This is an optimization exercise on Yosys and OpenROAD, whose aim is small area, not a production implementation.
At most, simulation tests tie the RTL to the original design; equivalence was not proved.

==> run a <==
==> flow/design.v <==
module max_unpool #(
    parameter  int unsigned DATA_WIDTH = 16,
    parameter  int unsigned IN_SIZE    = 4,
    localparam int unsigned OUT_SIZE   = 2 * IN_SIZE,
    localparam int unsigned CNT_W      = $clog2(IN_SIZE * IN_SIZE + 1)
) (
    input  logic                                         clk,
    input  logic                                         reset,
    input  logic                                         en,
    input  logic                                         in_valid,
    input  logic [DATA_WIDTH-1:0]                        in_data,
    input  logic [1:0]                                   in_idx,
    output logic                                         in_ready,
    output logic [OUT_SIZE*OUT_SIZE*DATA_WIDTH-1:0]      ofmap,
    output logic                                         done_unpool
);
    localparam int unsigned RC_W   = (IN_SIZE > 1) ? $clog2(IN_SIZE) : 1;
    localparam int unsigned OW     = $clog2(OUT_SIZE);
    localparam int unsigned BEATS  = IN_SIZE * IN_SIZE;
    localparam logic [1:0] S_IDLE    = 2'd0;
    localparam logic [1:0] S_PROCESS = 2'd1;
    localparam logic [1:0] S_DONE    = 2'd2;
    logic [1:0]       state_q;
    logic [1:0]       state_d;
    logic [RC_W-1:0]  row_q;
    logic [RC_W-1:0]  col_q;
    logic [CNT_W-1:0] count_q;
    logic             accept_c;
    logic             last_beat_c;
    logic [OW-1:0]    wr_row_c;
    logic [OW-1:0]    wr_col_c;
    always_comb begin
        accept_c    = in_valid && in_ready && (state_q == S_PROCESS);
        last_beat_c = accept_c && (count_q == CNT_W'(BEATS - 1));
        wr_row_c    = OW'({row_q, 1'b0}) + OW'(in_idx[1]);
        wr_col_c    = OW'({col_q, 1'b0}) + OW'(in_idx[0]);
    end
    always_ff @(posedge clk or posedge reset) begin
        if (reset) begin
            state_q <= S_IDLE;
        end else begin
            state_q <= state_d;
        end
    end
    always_comb begin
        state_d = state_q;
        case (state_q)
            S_IDLE: begin
                if (en) begin
                    state_d = S_PROCESS;
                end
            end
            S_PROCESS: begin
                if (last_beat_c) begin
                    state_d = S_DONE;
                end else if (!en) begin
                    state_d = S_IDLE;
                end
            end
            S_DONE: begin
                if (!en) begin
                    state_d = S_IDLE;
                end
            end
            default: state_d = S_IDLE;
        endcase
    end
    always_ff @(posedge clk or posedge reset) begin
        if (reset) begin
            in_ready    <= 1'b0;
            done_unpool <= 1'b0;
        end else begin
            in_ready    <= (state_d == S_PROCESS);
            done_unpool <= (state_d == S_DONE);
        end
    end
    always_ff @(posedge clk or posedge reset) begin
        if (reset) begin
            row_q   <= '0;
            col_q   <= '0;
            count_q <= '0;
        end else if ((state_q == S_IDLE) && en) begin
            row_q   <= '0;
            col_q   <= '0;
            count_q <= '0;
        end else if (accept_c) begin
            count_q <= count_q + CNT_W'(1);
            if (col_q == RC_W'(IN_SIZE - 1)) begin
                col_q <= '0;
                row_q <= row_q + RC_W'(1);
            end else begin
                col_q <= col_q + RC_W'(1);
            end
        end
    end
    always_ff @(posedge clk or posedge reset) begin
        if (reset) begin
            ofmap <= '0;
        end else if ((state_q == S_IDLE) && en) begin
            ofmap <= '0;
        end else if (accept_c) begin
            for (int i = 0; i < OUT_SIZE; i++) begin
                for (int j = 0; j < OUT_SIZE; j++) begin
                    if ((wr_row_c == OW'(i)) && (wr_col_c == OW'(j))) begin
                        ofmap[(i*OUT_SIZE + j)*DATA_WIDTH +: DATA_WIDTH] <= in_data;
                    end
                end
            end
        end
    end
endmodule
==> flow/run.sh <==
#!/bin/bash
# synth_recipe.tcl (not shown) runs the flow's synth.tcl, then flattens the netlist and writes it again
# the make line also repeats each setting of config.mk as NAME=value (left out here)
make -C /OpenROAD-flow-scripts/flow DESIGN_CONFIG=/design/flow/config.mk WORK_HOME=/design/flow/orfs CLKGATE_MAP_FILE= SYNTH_SCRIPT=/design/flow/synth_recipe.tcl finish
==> flow/config.mk <==
export PLATFORM = sky130hd
export DESIGN_NAME = max_unpool
export DESIGN_NICKNAME = max_unpool
export VERILOG_FILES = /design/flow/design.v
export SDC_FILE = /design/flow/constraint.sdc
export NUM_CORES = 4
export LEC_CHECK = 0
export CAP_MARGIN = 20
export CORE_AREA = 10 10 390 390
export DIE_AREA = 0 0 400 400
export SLEW_MARGIN = 20
==> flow/constraint.sdc <==
create_clock -name core_clock -period 4.0 [get_ports {clk}]
set_input_delay 0.8000 -clock core_clock [delete_from_list [all_inputs] [get_ports {clk}]]
set_output_delay 0.8000 -clock core_clock [all_outputs]
set_load 0.01 [all_outputs]
==> inputs of run b, as changes to run a <==
==> flow/design.v, changed modules only <==
module max_unpool #(
    parameter  int unsigned DATA_WIDTH = 16,
    parameter  int unsigned IN_SIZE    = 4,
    localparam int unsigned OUT_SIZE   = 2 * IN_SIZE,
    localparam int unsigned CNT_W      = $clog2(IN_SIZE * IN_SIZE + 1)
) (
    input  logic                                         clk,
    input  logic                                         reset,
    input  logic                                         en,
    input  logic                                         in_valid,
    input  logic [DATA_WIDTH-1:0]                        in_data,
    input  logic [1:0]                                   in_idx,
    output logic                                         in_ready,
    output logic [OUT_SIZE*OUT_SIZE*DATA_WIDTH-1:0]      ofmap,
    output logic                                         done_unpool
);
    localparam int unsigned BEATS = IN_SIZE * IN_SIZE;
    logic [CNT_W-1:0] count_q;
    logic             accept_c;
    logic             last_beat_c;
    logic             start_c;
    always_comb begin
        accept_c    = in_valid && in_ready;
        last_beat_c = accept_c && (count_q == CNT_W'(BEATS - 1));
        start_c     = !in_ready && !done_unpool && en;
    end
    always_ff @(posedge clk or posedge reset) begin
        if (reset) begin
            in_ready    <= 1'b0;
            done_unpool <= 1'b0;
        end else begin
            in_ready    <= start_c || (in_ready && en && !last_beat_c);
            done_unpool <= last_beat_c || (done_unpool && en);
        end
    end
    always_ff @(posedge clk or posedge reset) begin
        if (reset) begin
            count_q <= '0;
        end else if (start_c) begin
            count_q <= '0;
        end else if (accept_c) begin
            count_q <= count_q + CNT_W'(1);
        end
    end
    logic [DATA_WIDTH-1:0] nval_q [BEATS];
    logic [1:0]            idx_q  [BEATS];
    always_ff @(posedge clk) begin
        for (int w = 0; w < BEATS; w++) begin
            if (accept_c && (count_q == CNT_W'(w))) begin
                nval_q[w] <= ~in_data;
                idx_q[w]  <= in_idx;
            end
        end
    end
    always_comb begin
        for (int w = 0; w < BEATS; w++) begin
            for (int p = 0; p < 4; p++) begin
                logic nsel;
                nsel = !((count_q > CNT_W'(w)) && (idx_q[w] == 2'(p)));
                for (int b = 0; b < DATA_WIDTH; b++) begin
                    ofmap[((2*(w/IN_SIZE) + p/2)*OUT_SIZE + 2*(w%IN_SIZE) + p%2)*DATA_WIDTH + b]
                        = !(nval_q[w][b] || nsel);
                end
            end
        end
    end
endmodule
==> flow/flow/run.sh (new file) <==
#!/bin/bash
# The standard layout, with each port buffered by the smallest buffer cell.
set -euo pipefail
bash standard.sh finish BUFFER_PORTS_ARGS="-buffer_cell sky130_fd_sc_hd__buf_1" > flow_make.log 2>&1
==> flow/standard.sh (new file) <==
#!/bin/bash
# synth_recipe.tcl (not shown) runs the flow's synth.tcl, then flattens the netlist and writes it again
# the make line also repeats each setting of config.mk as NAME=value (left out here)
make -C /OpenROAD-flow-scripts/flow DESIGN_CONFIG=/design/flow/config.mk WORK_HOME=/design/flow/orfs CLKGATE_MAP_FILE= SYNTH_SCRIPT=/design/flow/synth_recipe.tcl "${@:-finish}"
--- a/flow/config.mk
+++ b/flow/config.mk
@@ -6,6 +6,8 @@
 export NUM_CORES = 4
 export LEC_CHECK = 0
+export ABC_AREA = 1
 export CAP_MARGIN = 20
-export CORE_AREA = 10 10 390 390
-export DIE_AREA = 0 0 400 400
+export CORE_AREA = 8 8 232 232
+export CTS_BUF_LIST = sky130_fd_sc_hd__clkbuf_4 sky130_fd_sc_hd__clkbuf_8
+export DIE_AREA = 0 0 240 240
 export SLEW_MARGIN = 20
removed: flow/run.sh
==> summary.txt <==
- Run a finished with timing, DRC and antenna clean. Run b ended with an error in I/O pin placement.
- Against run b, the synthesized cell count of run a is larger by about 120%.
- The synthesized area of run a is 3.1 times that of run b.
Only the layout flow was run in run a; the RTL was not checked for function there.

separate check: timing with driven ports:
No port has a modelled driver above. Below, the same layout with a new extraction and two added sets of constraints.
Step 1: set_driving_cell puts a clkbuf_16 on clk and a buf_2 on each other input, an assumption about the parent block.
Step 2 times the ports against the registers' clock, not the clock port: input delays grow and output delays shrink by t, the midpoint of the rising clock arrivals with the driver on.
Slacks: no drivers / after step 1 / after step 2; pairs: no drivers / after step 1.
run: run a
shift t [ns]: 0.785
setup slack, ns: 1.345 / 1.270 / 0.593
worst setup path at the end: input to register
pins driven straight from the clock port: 1
After both steps setup and hold are still met in run a. The setup slack of run a moves by -0.075 ns with the drivers and by -0.752 ns with both steps.
